Background: an optimization exercise with open tools, aiming at small area. Do not read the settings as production practice. Only simulation tests tie the RTL to the original design; equivalence was not proved. Power figures rest on the tool's default switching activity, not on a simulated workload.

File: design/flow/config.mk
export PLATFORM = sky130hd
export DESIGN_NAME = clustered_greens_rom
export DESIGN_NICKNAME = clustered_greens_rom
export VERILOG_FILES = /design/flow/design.v
export SDC_FILE = /design/flow/constraint.sdc
export NUM_CORES = 4
export LEC_CHECK = 0
export CAP_MARGIN = 20
export CORE_MARGIN = 2
export CORE_UTILIZATION = 45
export GPL_TIMING_DRIVEN = 0
export SETUP_SLACK_MARGIN = 0.1
export SLEW_MARGIN = 20
File: design/flow/constraint.sdc
create_clock -name core_clock -period 3.0 [get_ports {clk}]
set_input_delay 0.6000 -clock core_clock [delete_from_list [all_inputs] [get_ports {clk}]]
set_output_delay 0.6000 -clock core_clock [all_outputs]
set_load 0.01 [all_outputs]
File: design/flow/design.v
`timescale 1ns/100ps
module clustered_greens_rom (
  input  logic         clk,
  input  logic         rst,
  input  logic [7:0]   me,
  input  logic [23:0]  coords_x,
  input  logic [23:0]  coords_y,
  input  logic [23:0]  coords_z,
  output logic [255:0] rdata
);
  logic [7:0][3:0] e_in;
  logic [23:0]     l_in;
  logic [3:0]      t_in;
  logic [2:0]      c_in;
  for (genvar p = 0; p < 8; p++) begin : g_enc
    logic [2:0] lane;
    assign lane = c_in ^ 3'(p);
    grom_enc enc_i (
      .i ({coords_z[3*p+1 +: 2], lane[2], coords_y[3*p+1 +: 2], lane[1], coords_x[3*p+1 +: 2], lane[0]}),
      .o (e_in[p])
    );
    assign l_in[3*p +: 3] = e_in[p][2:0];
  end
  for (genvar j = 0; j < 4; j++) begin : g_pair
    assign t_in[j] = e_in[j][3] | e_in[7-j][3];
  end
  assign c_in = {coords_z[0], coords_y[0], coords_x[0]};
  logic [5:0][23:0] l_q;
  logic [5:0][3:0]  t_q;
  logic [5:0][2:0]  c_q;
  logic [23:0]      l_6;
  logic [3:0]       t_6;
  logic [7:0]       x_6;
  logic [7:0]       maj_6;
  always_ff @(posedge clk) begin
    l_q[0] <= l_in;
    t_q[0] <= t_in;
    c_q[0] <= c_in;
    for (int i = 1; i < 6; i++) begin
      l_q[i] <= l_q[i-1];
      t_q[i] <= t_q[i-1];
      c_q[i] <= c_q[i-1];
    end
    l_6 <= l_q[5];
    t_6 <= t_q[5];
    for (int q = 0; q < 8; q++) begin
      x_6[q]   <= (^(c_q[5] ^ 3'(q))) ^ l_q[5][3*q];
      maj_6[q] <= ((c_q[5][0] ^ q[0]) & (c_q[5][1] ^ q[1])) |
                  ((c_q[5][0] ^ q[0]) & (c_q[5][2] ^ q[2])) |
                  ((c_q[5][1] ^ q[1]) & (c_q[5][2] ^ q[2]));
    end
  end
  logic [7:0][24:0] v;
  for (genvar p = 0; p < 8; p++) begin : g_dec
    grom_dec_x dec_i (.i({maj_6[p], x_6[p], t_6[p < 4 ? p : 7 - p], l_6[3*p +: 3]}), .o(v[p]));
  end
  for (genvar p = 0; p < 8; p++) begin : g_out
    assign rdata[32*p +: 32] = {7'd0, v[p]};
  end
endmodule
module grom_enc (input logic [8:0] i, output logic [3:0] o);
  wire i0 = i[0];
  wire i1 = i[1];
  wire i2 = i[2];
  wire i3 = i[3];
  wire i4 = i[4];
  wire i5 = i[5];
  wire i6 = i[6];
  wire i7 = i[7];
  wire i8 = i[8];
  wire o0;
  assign o[0] = o0;
  wire o1;
  assign o[1] = o1;
  wire o2;
  assign o[2] = o2;
  wire o3;
  assign o[3] = o3;
  wire new_n14, new_n15, new_n16, new_n17, new_n18, new_n19, new_n20, new_n21, new_n22, new_n23, new_n24, new_n25, new_n26, new_n27, new_n28, new_n29, new_n30, new_n31, new_n32, new_n33, new_n34, new_n35, new_n36, new_n37, new_n38, new_n39, new_n40, new_n41, new_n42, new_n43, new_n44, new_n45, new_n46, new_n48, new_n49;
  assign new_n14 = (~i6);   
  assign new_n15 = (~new_n14) | (~i7);   
  assign new_n16 = (~i1);   
  assign new_n17 = (~i0&~new_n16);   
  assign new_n18 = (~i4);   
  assign new_n19 = (~i3&~new_n18);   
  assign new_n20 = (~new_n17) | (~new_n19);   
  assign new_n21 = (~new_n17&~new_n19) | (~new_n20);   
  assign new_n22 = (~i8);   
  assign new_n23 = (~i7&~new_n22&~i6);   
  assign new_n24 = (~i2);   
  assign new_n25 = (~i1&~new_n24&~i0);   
  assign new_n26 = (~i5);   
  assign new_n27 = (~i4&~new_n26&~i3);   
  assign new_n28 = (~new_n25) | (~new_n27);   
  assign new_n29 = (new_n25&new_n28) | (new_n27&new_n28);   
  assign new_n30 = (~new_n23) | (~new_n29);   
  assign new_n31 = (new_n23&new_n30) | (new_n29&new_n30);   
  assign new_n32 = (~i1&~new_n24);   
  assign new_n33 = (~new_n16&~i2);   
  assign new_n34 = (~new_n32&~new_n33) | (~i0);   
  assign new_n35 = (~i4&~new_n26);   
  assign new_n36 = (~new_n18&~i5);   
  assign new_n37 = (~new_n35&~new_n36) | (~i3);   
  assign new_n38 = (~new_n15&~new_n21);   
  assign new_n39 = (~i7&~new_n22);   
  assign new_n40 = (~i7&~new_n39) | (~new_n22&~new_n39);   
  assign new_n41 = (~new_n14&~new_n40);   
  assign new_n42 = (~new_n38&~new_n41);   
  assign new_n43 = (~new_n20) | (~new_n37) | (~new_n34);   
  assign new_n44 = (~new_n34&~new_n37) | (~new_n43);   
  assign new_n45 = (~new_n42&~new_n44) | (~new_n34&~new_n37);   
  assign new_n46 = (~new_n31) | (~new_n45);   
  assign o0 = (~new_n15&~new_n38) | (~new_n21&~new_n38) | (~new_n46&~new_n38);   
  assign new_n48 = (~new_n42&~new_n44);   
  assign new_n49 = (~new_n42&~new_n48) | (~new_n44&~new_n48);   
  assign o1 = (new_n49) | (~new_n46);   
  assign o2 = (new_n31) | (new_n45);   
  assign o3 = (~new_n28) | (~new_n30);   
endmodule
module grom_dec_x (input logic [5:0] i, output logic [24:0] o);
  wire i0 = i[0];
  wire i1 = i[1];
  wire i2 = i[2];
  wire i3 = i[3];
  wire i4 = i[4];
  wire i5 = i[5];
  wire o0;
  assign o[0] = o0;
  wire o1;
  assign o[1] = o1;
  wire o2;
  assign o[2] = o2;
  wire o3;
  assign o[3] = o3;
  wire o4;
  assign o[4] = o4;
  wire o5;
  assign o[5] = o5;
  wire o6;
  assign o[6] = o6;
  wire o7;
  assign o[7] = o7;
  wire o8;
  assign o[8] = o8;
  wire o9;
  assign o[9] = o9;
  wire o10;
  assign o[10] = o10;
  wire o11;
  assign o[11] = o11;
  wire o12;
  assign o[12] = o12;
  wire o13;
  assign o[13] = o13;
  wire o14;
  assign o[14] = o14;
  wire o15;
  assign o[15] = o15;
  wire o16;
  assign o[16] = o16;
  wire o17;
  assign o[17] = o17;
  wire o18;
  assign o[18] = o18;
  wire o19;
  assign o[19] = o19;
  wire o20;
  assign o[20] = o20;
  wire o21;
  assign o[21] = o21;
  wire o22;
  assign o[22] = o22;
  wire o23;
  assign o[23] = o23;
  wire o24;
  assign o[24] = o24;
  wire new_n100, new_n101, new_n103, new_n104, new_n105, new_n106, new_n107, new_n108, new_n109, new_n110, new_n112, new_n113, new_n114, new_n115, new_n117, new_n118, new_n119, new_n120, new_n121, new_n123, new_n126, new_n128, new_n130, new_n132, new_n133, new_n134, new_n135, new_n136, new_n137, new_n139, new_n140, new_n142, new_n144, new_n145, new_n146, new_n151, new_n152, new_n154, new_n155, new_n158, new_n32, new_n33, new_n34, new_n35, new_n36, new_n37, new_n38, new_n39, new_n40, new_n41, new_n42, new_n43, new_n44, new_n45, new_n46, new_n47, new_n48, new_n49, new_n50, new_n51, new_n52, new_n53, new_n54, new_n55, new_n56, new_n57, new_n58, new_n59, new_n60, new_n61, new_n62, new_n63, new_n64, new_n65, new_n66, new_n67, new_n68, new_n69, new_n70, new_n72, new_n73, new_n74, new_n75, new_n76, new_n77, new_n79, new_n80, new_n81, new_n82, new_n83, new_n84, new_n85, new_n86, new_n88, new_n89, new_n90, new_n91, new_n92, new_n93, new_n94, new_n95, new_n96, new_n97, new_n98, new_n99;
  assign new_n32 = (~i1&~i3&~i5);   
  assign new_n33 = (i2&i4&new_n32);   
  assign new_n34 = (i1) | (i2);   
  assign new_n35 = (~i0) | (~i4) | (~i5);   
  assign new_n36 = (~new_n34&~new_n35);   
  assign new_n37 = (~i4&~i5);   
  assign new_n38 = (i2) | (~new_n37) | (~i1);   
  assign new_n39 = (~i0&~new_n38);   
  assign new_n40 = (~i0&~i4);   
  assign new_n41 = (~i5) | (~new_n40);   
  assign new_n42 = (~i2&~new_n41);   
  assign new_n43 = (~new_n36&~new_n39&~new_n42);   
  assign new_n44 = (~i3);   
  assign new_n45 = (~i1);   
  assign new_n46 = (~i0&~new_n45);   
  assign new_n47 = (~i3&~i5);   
  assign new_n48 = (~i0);   
  assign new_n49 = (~new_n48&~i2);   
  assign new_n50 = (~i4) | (~new_n47) | (~new_n49);   
  assign new_n51 = (~i1) | (~i4) | (~i5);   
  assign new_n52 = (~new_n50) | (~new_n41) | (~new_n51);   
  assign new_n53 = (~new_n44&~new_n52) | (~i4&~new_n52) | (~new_n46&~new_n52);   
  assign new_n54 = (~new_n43&~new_n46) | (~new_n53&~new_n46);   
  assign new_n55 = (~new_n33&~new_n54);   
  assign new_n56 = (~i1&~i2);   
  assign new_n57 = (~new_n44&~i5);   
  assign new_n58 = (~new_n56) | (~new_n57);   
  assign new_n59 = (~i2) | (~new_n40);   
  assign new_n60 = (new_n58&new_n59);   
  assign new_n61 = (~new_n37&~new_n60);   
  assign new_n62 = (~new_n48) | (~new_n56) | (~new_n57);   
  assign new_n63 = (~new_n39&~new_n61) | (new_n62);   
  assign new_n64 = (~new_n48) | (~i1);   
  assign new_n65 = (~i0&~i4) | (~i2);   
  assign new_n66 = (i5) | (new_n64) | (new_n65);   
  assign new_n67 = (~i2&~new_n64);   
  assign new_n68 = (~i0&i2);   
  assign new_n69 = (new_n32&new_n68);   
  assign new_n70 = (~new_n67&~new_n69);   
  assign o0 = (~new_n55) | (~new_n63) | (~new_n66) | (~new_n70);   
  assign new_n72 = (~i0) | (~new_n56);   
  assign new_n73 = (~i1) | (~i2);   
  assign new_n74 = (~new_n48) | (~i5);   
  assign new_n75 = (~new_n73&~new_n74) | (~i5&~new_n72);   
  assign new_n76 = (~new_n33&~new_n75);   
  assign new_n77 = (~new_n39&~new_n61&~new_n69);   
  assign o1 = (~new_n50) | (~new_n76) | (~new_n77);   
  assign new_n79 = (~new_n38&~i3) | (~new_n66&~i3);   
  assign new_n80 = (~i4&~new_n39) | (~i5&~new_n39) | (~new_n67&~new_n39);   
  assign new_n81 = (~new_n79&new_n80);   
  assign new_n82 = (~i2) | (~i4) | (~i5);   
  assign new_n83 = (~new_n82&~new_n46) | (~new_n40&~new_n58);   
  assign new_n84 = (~i2&~new_n42) | (~new_n47&~new_n42) | (~new_n40&~new_n42);   
  assign new_n85 = (~i1&~new_n84);   
  assign new_n86 = (~new_n83&~new_n85);   
  assign o2 = (~new_n81) | (~new_n86);   
  assign new_n88 = (~i2&~new_n46);   
  assign new_n89 = (~i3&~i5&~new_n88);   
  assign new_n90 = (~i5&~new_n89) | (~new_n68&~new_n89);   
  assign new_n91 = (new_n90) | (~i4);   
  assign new_n92 = (~new_n50) | (~new_n91);   
  assign new_n93 = (~new_n45) | (~new_n47);   
  assign new_n94 = (~i4&~new_n93);   
  assign new_n95 = (~i3&~i4&~new_n73);   
  assign new_n96 = (~new_n94&~new_n95) | (~i0);   
  assign new_n97 = (~new_n34&~new_n35) | (~new_n96);   
  assign new_n98 = (~new_n76&~new_n97) | (~new_n92&~new_n97);   
  assign new_n99 = (~new_n72) | (~new_n59);   
  assign new_n100 = (~new_n57) | (~new_n99);   
  assign new_n101 = (~i2) | (~new_n94);   
  assign o3 = (~new_n98) | (~new_n100) | (~new_n101);   
  assign new_n103 = (~i0&~i2);   
  assign new_n104 = (~i5);   
  assign new_n105 = (~i4&~new_n104);   
  assign new_n106 = (~i0&~new_n105) | (~i2&~new_n105) | (~new_n104&~new_n105);   
  assign new_n107 = (~new_n103&~new_n106);   
  assign new_n108 = (~i1) | (~i4) | (~new_n57);   
  assign new_n109 = (~new_n48&~i5) | (~i4) | (~new_n45);   
  assign new_n110 = (~new_n38) | (~new_n108) | (~new_n109);   
  assign o4 = (~new_n94&~new_n107&~new_n110);   
  assign new_n112 = (new_n48&new_n101) | (new_n82&new_n101);   
  assign new_n113 = (~i0&~new_n108) | (~new_n112) | (~new_n58);   
  assign new_n114 = (~new_n47&~new_n69&~new_n113) | (~new_n49&~new_n69&~new_n113);   
  assign new_n115 = (~new_n60&~o4);   
  assign o5 = (~new_n60&~new_n115) | (~new_n114&~new_n115);   
  assign new_n117 = (~new_n46) | (~new_n90);   
  assign new_n118 = (~new_n46&~new_n82);   
  assign new_n119 = (~new_n93&~new_n65);   
  assign new_n120 = (~i1&~new_n35);   
  assign new_n121 = (~new_n93&~new_n118&~new_n119&~new_n120) | (~new_n40&~new_n118&~new_n119&~new_n120);   
  assign o6 = (~new_n117) | (~new_n121);   
  assign new_n123 = (i2) | (i4) | (new_n64);   
  assign o7 = (~new_n62) | (~new_n91) | (~new_n96) | (~new_n123);   
  assign o20 = (~new_n53&~i2) | (~new_n81&~i2);   
  assign new_n126 = (~i2) | (~new_n120);   
  assign o8 = (o20) | (~new_n126) | (~new_n60);   
  assign new_n128 = (~i4&~new_n75) | (~new_n99);   
  assign o9 = (~new_n63) | (~new_n101) | (~new_n128);   
  assign new_n130 = (~new_n83&new_n51);   
  assign o10 = (~i0&~new_n130) | (~new_n84);   
  assign new_n132 = (~new_n44&~i5&~new_n109);   
  assign new_n133 = (~new_n44) | (~i4) | (~new_n88);   
  assign new_n134 = (~new_n51) | (~new_n133);   
  assign new_n135 = (~new_n45&~i3) | (~i0);   
  assign new_n136 = (~i5&~new_n40);   
  assign new_n137 = (~new_n136&~i2) | (~new_n56&~new_n135);   
  assign o11 = (~new_n132&~new_n134&~new_n137);   
  assign new_n139 = (~new_n47&~new_n59);   
  assign new_n140 = (~new_n104&~new_n139) | (~new_n46&~new_n139);   
  assign o12 = (~new_n55) | (~new_n80) | (~new_n140);   
  assign new_n142 = (new_n48&new_n50&new_n76&new_n126) | (new_n93&new_n50&new_n76&new_n126);   
  assign o13 = (~i4&~new_n140) | (~new_n142);   
  assign new_n144 = (~new_n41) | (~new_n58);   
  assign new_n145 = (~new_n39&~new_n144) | (~new_n63);   
  assign new_n146 = (~i1&~new_n35) | (~new_n118);   
  assign o14 = (~new_n81) | (~new_n145) | (~new_n146);   
  assign o15 = (~new_n58) | (~new_n98);   
  assign o16 = (~new_n47&~new_n59) | (~new_n62) | (~new_n112) | (~new_n53);   
  assign o17 = (~new_n56&~new_n84) | (~new_n114);   
  assign new_n151 = (~i1&~new_n60);   
  assign new_n152 = (~new_n33&~new_n151);   
  assign o18 = (~new_n43) | (~new_n117) | (~new_n146) | (~new_n152);   
  assign new_n154 = (~i1&~new_n82);   
  assign new_n155 = (~i0&~new_n95&~new_n154&~new_n39) | (~new_n94&~new_n95&~new_n154&~new_n39);   
  assign o19 = (~new_n90) | (~new_n155);   
  assign o21 = (~new_n105&~new_n72&~new_n57);   
  assign new_n158 = (~i3) | (~new_n105);   
  assign o22 = (~new_n74&~new_n34) | (~new_n158&~new_n34);   
  assign o23 = (i4&new_n32&new_n103);   
  assign o24 = (~i2&~new_n93&~new_n136);   
endmodule
File: design/flow/flow/run.sh
#!/bin/bash
# Own flow: the standard layout (standard.sh) with these changes:
#  - synthesis: ABC maps the combinational logic with flow/abc_area.script instead of ORFS's
#    script, and Yosys's full-adder extraction is skipped (the logic is already gate-level);
#    registers, flattening and renaming are the standard synthesis's.
#  - floorplan: the buffers synthesis leaves (Yosys's insbuf on aliased nets) are removed
#    (REMOVE_ABC_BUFFERS=1), as the standard flow does with timing-driven placement.
#  - placement: the port buffers are sky130_fd_sc_hd__buf_1 (every input and output port still
#    gets one) instead of the resizer's choice of a clkdlybuf4s50 delay cell.
#  - clock tree: TritonCTS as standard but with no
#    dummy loads; it is still a balanced tree from the clock port to every register.
set -euo pipefail
W=$PWD
{
  echo 'proc abc {args} {'
  echo '  set i [lsearch -exact $args -script]'
  echo "  if {\$i >= 0} { lset args [expr {\$i + 1}] $W/flow/abc_area.script }"
  echo '  yosys abc {*}$args'
  echo '}'
  echo '# adders stay plain logic for ABC'
  echo 'proc extract_fa {args} {}'
  cat synth_recipe.tcl
} > own_synth.tcl
export BUFFER_PORTS_ARGS="-buffer_cell sky130_fd_sc_hd__buf_1"
export CTS_ARGS="-sink_clustering_enable -repair_clock_nets -dont_use_dummy_load"
bash standard.sh SYNTH_SCRIPT="$W/own_synth.tcl" synth > synth_make.log 2>&1
bash standard.sh SYNTH_SCRIPT="$W/own_synth.tcl" REMOVE_ABC_BUFFERS=1 finish > layout_make.log 2>&1
File: design/flow/flow/abc_area.script
strash
&get -n
&b -d
&dch -f
&nf -p -R 1000
&put
topo
upsize -D 1100
dnsize -D 1100
topo
stime -c
File: design/flow/standard.sh
#!/bin/bash
# synth_recipe.tcl (not shown) runs the flow's synth.tcl, then flattens the netlist and writes it again
# the make line also repeats each setting of config.mk as NAME=value (left out here)
make -C /OpenROAD-flow-scripts/flow DESIGN_CONFIG=/design/flow/config.mk WORK_HOME=/design/flow/orfs CLKGATE_MAP_FILE= SYNTH_SCRIPT=/design/flow/synth_recipe.tcl "${@:-finish}"
==> results of run 1 <==
[what timing repair did]
item                                    CTS  global route
resized for setup                       145           145
endpoints found under the setup margin  162            96
pin swaps                                 0            11
endpoints found under the hold margin     0             0
setup buffers                             5            75
[cell usage after synthesis, drive strengths merged, types with 2 or more instances]
cell,n,share of area
a2111oi,6,0.0040
nand4,26,0.012
nor3,48,0.018
dfxtp,230,0.35
o2111ai,2,0.0013
o21a,4,0.0023
a21o,8,0.0045
nand4b,5,0.0033
nand2,226,0.064
o221ai,5,0.0033
or3,4,0.0019
inv,8,0.0023
xor2,21,0.014
buf,256,0.14
o31ai,2,0.0011
maj3,6,0.0045
and2,14,0.0066
nor4b,2,0.0013
o21ai,125,0.047
nor3b,18,0.010
or2,20,0.0094
o21bai,2,0.0011
a211oi,12,0.0068
nor4,13,0.0061
a31oi,41,0.019
or4b,2,0.0015
o22ai,8,0.0038
clkinv,30,0.0085
a21boi,3,0.0017
nand3b,28,0.016
nor2b,17,0.0080
nand3,107,0.040
and3,31,0.015
o211ai,24,0.014
nand2b,38,0.018
a21oi,75,0.029
xnor2,42,0.028
and4,6,0.0040
nor2,253,0.072
[metrics by stage]
step	cell area (µm²)	hold slack [ps]
floorplan	11600	310
global placement	13000	310
detailed placement	13000	312
CTS	13900	310
global route	15000	312
finish	15000	310
[cell families after synthesis]
family | Yosys count | synth area share
buffers and inverters | 294 | 0.156
other | 1 | 0.000283
and+or+nand+nor | 860 | 0.308
DFF | 230 | 0.347
adders and majority gates | 6 | 0.00453
xor gates and xnor gates | 63 | 0.0416
AOI/OAI and AO/OA | 323 | 0.143
[critical path, cell delays in order (launching register included)]
cell and delay, ps:
dfxtp_4 380, buf_4 150, buf_4 130, and2_1 210, nand2_1 170, nand3_1 120, a31oi_1 230, a21oi_1 120
nand3b_1 170, buf_1 130
[state kept, by name, indices dropped and copies added (netlist names)]
| signal | count |
|---|---|
| c_q | 18 |
| l_6 | 24 |
| l_q | 144 |
| maj_6 | 8 |
| t_6 | 4 |
| t_q | 24 |
| x_6 | 8 |
[report_power, final]
part	switching [mW]	internal, mW
logic	2.84	1.65
clock network	0.944	1.28
registers	0.550	3.61
total	4.34	6.54
[per-layer routing]
| metal | track usage | up-vias |
|---|---|---|
| met5 | 0 | - |
| met3 | 0.0227 | 113 |
| li1 | - | 6195 |
| met4 | 0.0754 | 0 |
| met2 | 0.325 | 859 |
| met1 | 0.281 | 5872 |
[area by class of cell]
type,count,area share
sequential,230,0.317
timing repair buffer,332,0.106
tap,384,0.0319
inverter,38,0.0127
antenna,4,0.000665
clock buffer,22,0.0366
multi-input combinational,1308,0.495
[worst max path at each step]
stage / end / cells past startpoint
3_5_place_dp: rdata[14] / 9
4_1_cts: rdata[99] / 9
6_report: rdata[8] / 9
2_1_floorplan: rdata[197] / 6
3_3_place_gp: rdata[14] / 9
5_1_grt: rdata[163] / 9
[cell usage in the layout (no fill, tap or decap), drive strengths merged, types with 26 or more instances in the layout]
cell	n
nand2	226
a21oi	75
nor2	253
o21ai	125
nand3b	28
a31oi	41
nand4	26
and3	31
dfxtp	230
nor3	48
buf	328
nand3	107
conb	56
clkbuf	26
xnor2	42
nand2b	38
==> run summary, run 1 <==
Status -> timing/DRC/antenna clean
Hold Path Class -> register to register
Input/output buffers -> 251
FMAX -> 346 MHz
Area occupied by multi-input gates -> 7440 µm²
Crit path arrival time -> 2290 ps
Post-synthesis sequential area ratio -> 0.347
Synth Instances -> 1,777
Total power draw -> 10.9 mW
DR vias/cell -> 5.63
Largest net degree at the start of global routing -> 30
Avg WL per Cell -> 15.4 µm
Final setup viols -> 0
HPWL after DPL -> 24,900 µm
Clock Sinks -> 230
Post-Layout Cell Count -> 2,318
Final Wtd Congestion -> 0.935
Number of synthesized flops with an enable pin -> 0
Reg2reg end -> x_6[1]$_DFF_P_
Boundary Pins -> 338
Worst reg2reg path startpoint -> c_q[15]$_DFF_P_
Dpl ws -> -230 ps
Nets -> 2,014
Leakage -> 6.02 nW
Cts hold-fix bufs -> 0
Die Y -> 176 µm
Worst Hold Endpoint -> l_q[88]$_DFF_P_
Sum of negative setup slack -> 0 ps
Worst setup EP type -> output pin
Grt ovf -> 0
RSZ-0062 raised after global routing -> true
Startpoint Class -> register
H-tree depth -> 1
Vias in the first global route -> 11,000
Worst Skew -> 15.6 ps
Vias post-DR -> 13,000
Share of layout cells above drive strength 1 -> 0.154
Crit path launch -> x_6[0]$_DFF_P_
Top FF cell, synth -> dfxtp_1
Max-cap violation count -> 0
Hold wc startpoint -> l_q[64]$_DFF_P_
Power Density -> 723 nW/µm²
Initial drt markers -> 1,798
# DRC -> 0
Yosys warning count -> 1
WL met1 -> 14,900 µm
Met2 wire length -> 16,500 µm
GR Util All Layers -> 0.203
CTS tree -> done
Final Cycle Share -> 0.964
Final core occ -> 0.521
Distinct cell type count after synthesis -> 52
Area of the mapped netlist -> 13,300 µm²
Critical path required time -> 2400 ps
Placeable Area -> 28,900 µm²
Fin. Hold Viols -> 0
Fin worst setup slack -> 107 ps
First-pass DRT Iterations -> 6
Slew @ Worst Pin -> 986 ps
DP Cell Count -> 2,212
R2r worst-path depth -> 5
VDD IR max -> 453 µV
Clk latency of the worst-skew pair -> 480 ps
CTS clk-pin slew, worst paths -> 60 ps
Final wirelength -> 35,800 µm
R2R Setup Slk -> 1440 ps
Register area -> 4770 µm²
Die width -> 176 µm
CP max FO -> 10
Filler Cell Count -> 2,853
Max Used Layer -> met4
Number of cell rows -> 62
Clk root buf -> clkbuf_16
Max_slew headroom -> 0.342
Die Area -> 30,900 µm²
Synth Register Bits -> 230
Tmin final -> 2890 ps
Synth-to-Final Area Change -> 13.4%
Hold path depth -> 0
Avg Inst Size Synth -> 7.47 µm²
Initial core utilization -> 0.460
Clock buffer depth -> 3
Met3 wire len -> 3190 µm
Crit path kind -> register to output pin
ANT nets after route -> 0
CTS Buf Count -> 22
Global-route wire length before repair -> 53,300 µm
Final slew viol count -> 0
Async set-reset flop share out of synthesis -> 0
Antenna violations before repair -> 4
==> inputs of run 2 (changes only) <==
--- a/design/flow/design.v
+++ b/design/flow/design.v
@@ -13,10 +13,8 @@
   logic [3:0]      t_in;
   logic [2:0]      c_in;
   for (genvar p = 0; p < 8; p++) begin : g_enc
-    logic [2:0] lane;
-    assign lane = c_in ^ 3'(p);
     grom_enc enc_i (
-      .i ({coords_z[3*p+1 +: 2], lane[2], coords_y[3*p+1 +: 2], lane[1], coords_x[3*p+1 +: 2], lane[0]}),
+      .i ({coords_z[3*p +: 3], coords_y[3*p +: 3], coords_x[3*p +: 3]}),
       .o (e_in[p])
     );
     assign l_in[3*p +: 3] = e_in[p][2:0];
@@ -76,46 +74,44 @@
   assign o[2] = o2;
   wire o3;
   assign o[3] = o3;
-  wire new_n14, new_n15, new_n16, new_n17, new_n18, new_n19, new_n20, new_n21, new_n22, new_n23, new_n24, new_n25, new_n26, new_n27, new_n28, new_n29, new_n30, new_n31, new_n32, new_n33, new_n34, new_n35, new_n36, new_n37, new_n38, new_n39, new_n40, new_n41, new_n42, new_n43, new_n44, new_n45, new_n46, new_n48, new_n49;
-  assign new_n14 = (~i6);   
-  assign new_n15 = (~new_n14) | (~i7);   
-  assign new_n16 = (~i1);   
-  assign new_n17 = (~i0&~new_n16);   
-  assign new_n18 = (~i4);   
-  assign new_n19 = (~i3&~new_n18);   
+  wire new_n14, new_n15, new_n16, new_n17, new_n18, new_n19, new_n20, new_n21, new_n22, new_n23, new_n24, new_n25, new_n26, new_n27, new_n28, new_n29, new_n30, new_n31, new_n32, new_n33, new_n34, new_n35, new_n36, new_n37, new_n38, new_n39, new_n40, new_n41, new_n42, new_n43, new_n44, new_n45, new_n47;
+  assign new_n14 = (~i7);   
+  assign new_n15 = (~i6&~new_n14);   
+  assign new_n16 = (~i4);   
+  assign new_n17 = (~i3&~new_n16);   
+  assign new_n18 = (~i1);   
+  assign new_n19 = (~i0&~new_n18);   
   assign new_n20 = (~new_n17) | (~new_n19);   
-  assign new_n21 = (~new_n17&~new_n19) | (~new_n20);   
-  assign new_n22 = (~i8);   
-  assign new_n23 = (~i7&~new_n22&~i6);   
-  assign new_n24 = (~i2);   
-  assign new_n25 = (~i1&~new_n24&~i0);   
-  assign new_n26 = (~i5);   
-  assign new_n27 = (~i4&~new_n26&~i3);   
+  assign new_n21 = (new_n17&new_n20) | (new_n19&new_n20);   
+  assign new_n22 = (~new_n15) | (~new_n21);   
+  assign new_n23 = (~new_n22);   
+  assign new_n24 = (~new_n15&~new_n21);   
+  assign new_n25 = (~i4&i5);   
+  assign new_n26 = (~new_n16&~i5);   
+  assign new_n27 = (~new_n25&~new_n26) | (~i3);   
   assign new_n28 = (~new_n25) | (~new_n27);   
-  assign new_n29 = (new_n25&new_n28) | (new_n27&new_n28);   
-  assign new_n30 = (~new_n23) | (~new_n29);   
-  assign new_n31 = (new_n23&new_n30) | (new_n29&new_n30);   
-  assign new_n32 = (~i1&~new_n24);   
-  assign new_n33 = (~new_n16&~i2);   
-  assign new_n34 = (~new_n32&~new_n33) | (~i0);   
-  assign new_n35 = (~i4&~new_n26);   
-  assign new_n36 = (~new_n18&~i5);   
-  assign new_n37 = (~new_n35&~new_n36) | (~i3);   
-  assign new_n38 = (~new_n15&~new_n21);   
-  assign new_n39 = (~i7&~new_n22);   
-  assign new_n40 = (~i7&~new_n39) | (~new_n22&~new_n39);   
-  assign new_n41 = (~new_n14&~new_n40);   
-  assign new_n42 = (~new_n38&~new_n41);   
-  assign new_n43 = (~new_n20) | (~new_n37) | (~new_n34);   
-  assign new_n44 = (~new_n34&~new_n37) | (~new_n43);   
-  assign new_n45 = (~new_n42&~new_n44) | (~new_n34&~new_n37);   
-  assign new_n46 = (~new_n31) | (~new_n45);   
-  assign o0 = (~new_n15&~new_n38) | (~new_n21&~new_n38) | (~new_n46&~new_n38);   
-  assign new_n48 = (~new_n42&~new_n44);   
-  assign new_n49 = (~new_n42&~new_n48) | (~new_n44&~new_n48);   
-  assign o1 = (new_n49) | (~new_n46);   
-  assign o2 = (new_n31) | (new_n45);   
-  assign o3 = (~new_n28) | (~new_n30);   
+  assign new_n29 = (~i2);   
+  assign new_n30 = (~i1&~new_n29&~i0);   
+  assign new_n31 = (~i8);   
+  assign new_n32 = (~i7&~new_n31&~i6);   
+  assign new_n33 = (~new_n30) | (~new_n32);   
+  assign new_n34 = (~new_n30&~new_n32) | (~new_n33);   
+  assign new_n35 = (~new_n28) | (~new_n34);   
+  assign new_n36 = (~i6);   
+  assign new_n37 = (~new_n14&~i7) | (~new_n14&~new_n31) | (~i8&~i7) | (~i8&~new_n31);   
+  assign new_n38 = (~new_n36&~new_n37) | (~new_n22);   
+  assign new_n39 = (~i1&~new_n29);   
+  assign new_n40 = (~new_n18&~i2);   
+  assign new_n41 = (~new_n39&~new_n40) | (~i0);   
+  assign new_n42 = (~new_n20) | (~new_n27) | (~new_n41);   
+  assign new_n43 = (~new_n27&~new_n41) | (~new_n42);   
+  assign new_n44 = (new_n38&new_n42) | (new_n43&new_n42);   
+  assign new_n45 = (~new_n35) | (~new_n44);   
+  assign o0 = (~new_n23&~new_n24) | (~new_n45);   
+  assign new_n47 = (~new_n38) | (~new_n43);   
+  assign o1 = (~new_n38&~new_n43) | (~new_n47) | (~new_n45);   
+  assign o2 = (new_n28&new_n35) | (new_n34&new_n35) | (new_n28&new_n44) | (new_n34&new_n44);   
+  assign o3 = (~new_n28&~new_n34) | (~new_n33);   
 endmodule
 module grom_dec_x (input logic [5:0] i, output logic [24:0] o);
   wire i0 = i[0];
--- a/design/flow/config.mk
+++ b/design/flow/config.mk
@@ -7,7 +7,7 @@
 export LEC_CHECK = 0
 export CAP_MARGIN = 20
 export CORE_MARGIN = 2
-export CORE_UTILIZATION = 45
+export CORE_UTILIZATION = 62
 export GPL_TIMING_DRIVEN = 0
-export SETUP_SLACK_MARGIN = 0.1
+export SETUP_SLACK_MARGIN = 0
 export SLEW_MARGIN = 20
==> run summary, run 2 <==
Ant diodes -> 0
H-tree depth -> 1
Critical path required time -> 2400 ps
Final slew viol count -> 0
Cts hold-fix bufs -> 0
CP max FO -> 20
CTS clk-pin slew, worst paths -> 60 ps
Avg WL per Cell -> 16.9 µm
Initial core utilization -> 0.633
Antenna violations before repair -> 0
Synth Register Bits -> 230
Number of cell rows -> 53
Most common library cells after synthesis -> buf_4 (256), dfxtp_1 (230), nand2_1 (212), nor2_1 (210), o21ai_0 (109)
Leakage -> 5.76 nW
Final Wtd Congestion -> 0.966
Power Density -> 770 nW/µm²
VDD IR max -> 415 µV
Hold Path Class -> input pin to register
Max-cap violation count -> 0
Largest register FFs -> 144
RSZ-0062 raised after global routing -> true
Final wirelength -> 36,500 µm
FMAX -> 341 MHz
Vias in the first global route -> 11,300
Top FF cell, synth -> dfxtp_1
Tmin final -> 2930 ps
Nets -> 1,967
Initial drt markers -> 1,204
Commonest non-fill, non-tap cells in the layout -> buf_1 (271), nand2_1 (206), nor2_1 (187)
Input/output buffers -> 272
CTS Buf Count -> 21
CTS tree -> done
Final Cycle Share -> 0.978
Crit path launch -> x_6[7]$_DFF_P_
Yosys warning count -> 1
Filler Cell Count -> 1,776
Clock Sinks -> 230
Final setup viols -> 0
Register area -> 4760 µm²
Startpoint Class -> register
Crit path kind -> register to output pin
Clock buffer depth -> 3
Worst path slowest cell -> dfxtp_4
First-pass DRT Iterations -> 6
# DRC -> 0
Max_slew headroom -> 0.641
Grt ovf -> 0
Synth-to-Final Area Change -> 7.71%
Synth Instances -> 1,757
Top post-synthesis cells by area -> dfxtp_1 (34%), buf_4 (14%), nand2_1 (6.0%)
Worst Skew -> 51.2 ps
Die Area -> 22,700 µm²
R2R Setup Slk -> 1390 ps
Top reg by flops -> l_q
Final core occ -> 0.682
Worst reg2reg path startpoint -> c_q[15]$_DFF_P_
Cell repeated most along the worst path -> nor2_1
Crit-path cells -> nor2_1, nand2_1, nor2_1, o21ai_0, o211ai_1, buf_1
Async set-reset flop share out of synthesis -> 0
Clk root buf -> clkbuf_16
Avg Inst Size Synth -> 7.60 µm²
CP bufs+invs -> 1
Largest registers -> l_q: 144 flops, l_6: 24 flops, t_q: 24 flops
HPWL after DPL -> 25,700 µm
Crit path arrival time -> 2330 ps
Most numerous cell in the Yosys netlist -> buf_4
Number of synthesized flops with an enable pin -> 0
ANT nets after route -> 0
Status -> timing/DRC/antenna clean
Area occupied by multi-input gates -> 7320 µm²
Area of the mapped netlist -> 13,400 µm²
Worst setup EP type -> output pin
Hold wc startpoint -> coords_y[0]
Fin. Hold Viols -> 0
DR vias/cell -> 6.03
Post-synthesis sequential area ratio -> 0.345
Share of layout cells above drive strength 1 -> 0.109
Die Y -> 151 µm
Sum of negative setup slack -> 0 ps
Global-route wire length before repair -> 54,500 µm
GR Util All Layers -> 0.291
Clk latency of the worst-skew pair -> 500 ps
Placeable Area -> 21,100 µm²
Largest stage delay, worst path -> 420 ps
Synth top area share -> 0.345
Die width -> 151 µm
Top delay family on crit path -> simple AND/OR/NAND/NOR gates
Distinct cell type count after synthesis -> 55
Slew @ Worst Pin -> 537 ps
Vias post-DR -> 13,000
Boundary Pins -> 338
Yosys top cell by area -> dfxtp_1
Largest net degree at the start of global routing -> 29
Commonest non-fill, non-tap cell in the layout -> buf_1
[run 2: cell count changes after synthesis, sizes merged, moves of 15 or more]
cell   before  now
nor2      253  210
nor2b      17   39
xor2       21   44
xnor2      42   21
o21ai     125  110
[run 2: cells by family (layout without fill, tap and decap cells)]
group | after synthesis | in the layout | synth area share
buffers and inverters | 289 | 360 | 0.153
DFF | 230 | 230 | 0.345
AOI/OAI and AO/OA | 333 | 333 | 0.153
and+or+nand+nor | 839 | 839 | 0.306
other | 1 | 56 | 0.000281
xor gates and xnor gates | 65 | 65 | 0.0426
[run 2: routing by layer]
metal	share of wire	global-route usage	wire length, µm
met1	0.38	0.378	13900
met2	0.48	0.499	17400
met3	0.11	0.0473	4090
met5	0	0	0
met4	0.032	0.0869	1180
[run 2: final timing paths]
path,cells after the start,end
setup / recovery,6,rdata[226]
hold / removal,1,c_q[1]$_DFF_P_
setup reg to reg,5,x_6[5]$_DFF_P_
hold reg to reg,0,t_q[20]$_DFF_P_
[run 2: final cells by class]
cell class              count  area share
inverters                  33      0.0106
repair buffers            306      0.0889
clock buffers              21      0.0365
multi-input cells        1293       0.509
flip-flops and latches    230       0.331
well taps                 275      0.0239
[run 2: timing repair]
item | 4_1_cts | 5_1_grt
gates resized for setup | 129 | 93
pin swaps | 0 | 6
buffers inserted | 0 | 33
endpoints found under the setup margin | 150 | 85
[run 2: power by group]
part	internal (mW)	switching, mW	leakage [nW]
registers	3.64	0.699	1.95
clock network	1.23	0.972	0.259
logic	1.61	2.92	3.55
total	6.48	4.59	5.76
[run 2: metrics by stage]
step	cells	hold slack, ps	power [mW]	setup WS, ps	area (µm²)
floorplan	1556	310	6.82	484	11600
global placement	2103	310	8.38	-276	13000
detailed placement	2104	312	8.40	-236	13000
CTS	2125	278	10.7	0.292	13800
global route	2158	289	11.7	-30.8	14400
finish	2158	290	11.1	67.2	14400
[run 2: worst register-to-register path, cell delays in order, from the launching register on]
cell and delay, ps:
dfxtp_1 440, nand2b_1 170, nand2_1 110, xnor2_2 440
buf_6 210, xnor2_1 110

-- port drivers added, routing unchanged --
The results above use ideal ports. As a check the final layouts listed here were re-extracted and re-timed, cells and wires unchanged.
Step 1 sets driving cells, clkbuf_16 on the clock port and buf_2 on the other inputs (assumed; they add their load-dependent delay and slew).
Step 2 moves the port delays by t, midway between the first and last clock arrival at a register: inputs arrive t later, outputs are due t later. That takes back most of the time a late clock gives input paths.
Three values: no drivers, after step 1, after step 2; two values: the first two.
run	t, ns	slack for setup (ns)	hold WS [ns]	worst register clock-pin slew, ns	worst slew at a driven data input, ns
run 1	0.512	0.107 / 0.066 / 0.274	0.310 / 0.310 / 0.310	0.06 / 0.06	0.07
run 2	0.518	0.067 / 0.024 / 0.541	0.290 / 0.267 / 0.295	0.07 / 0.07	0.06
After both steps setup and hold are still met in every run listed.
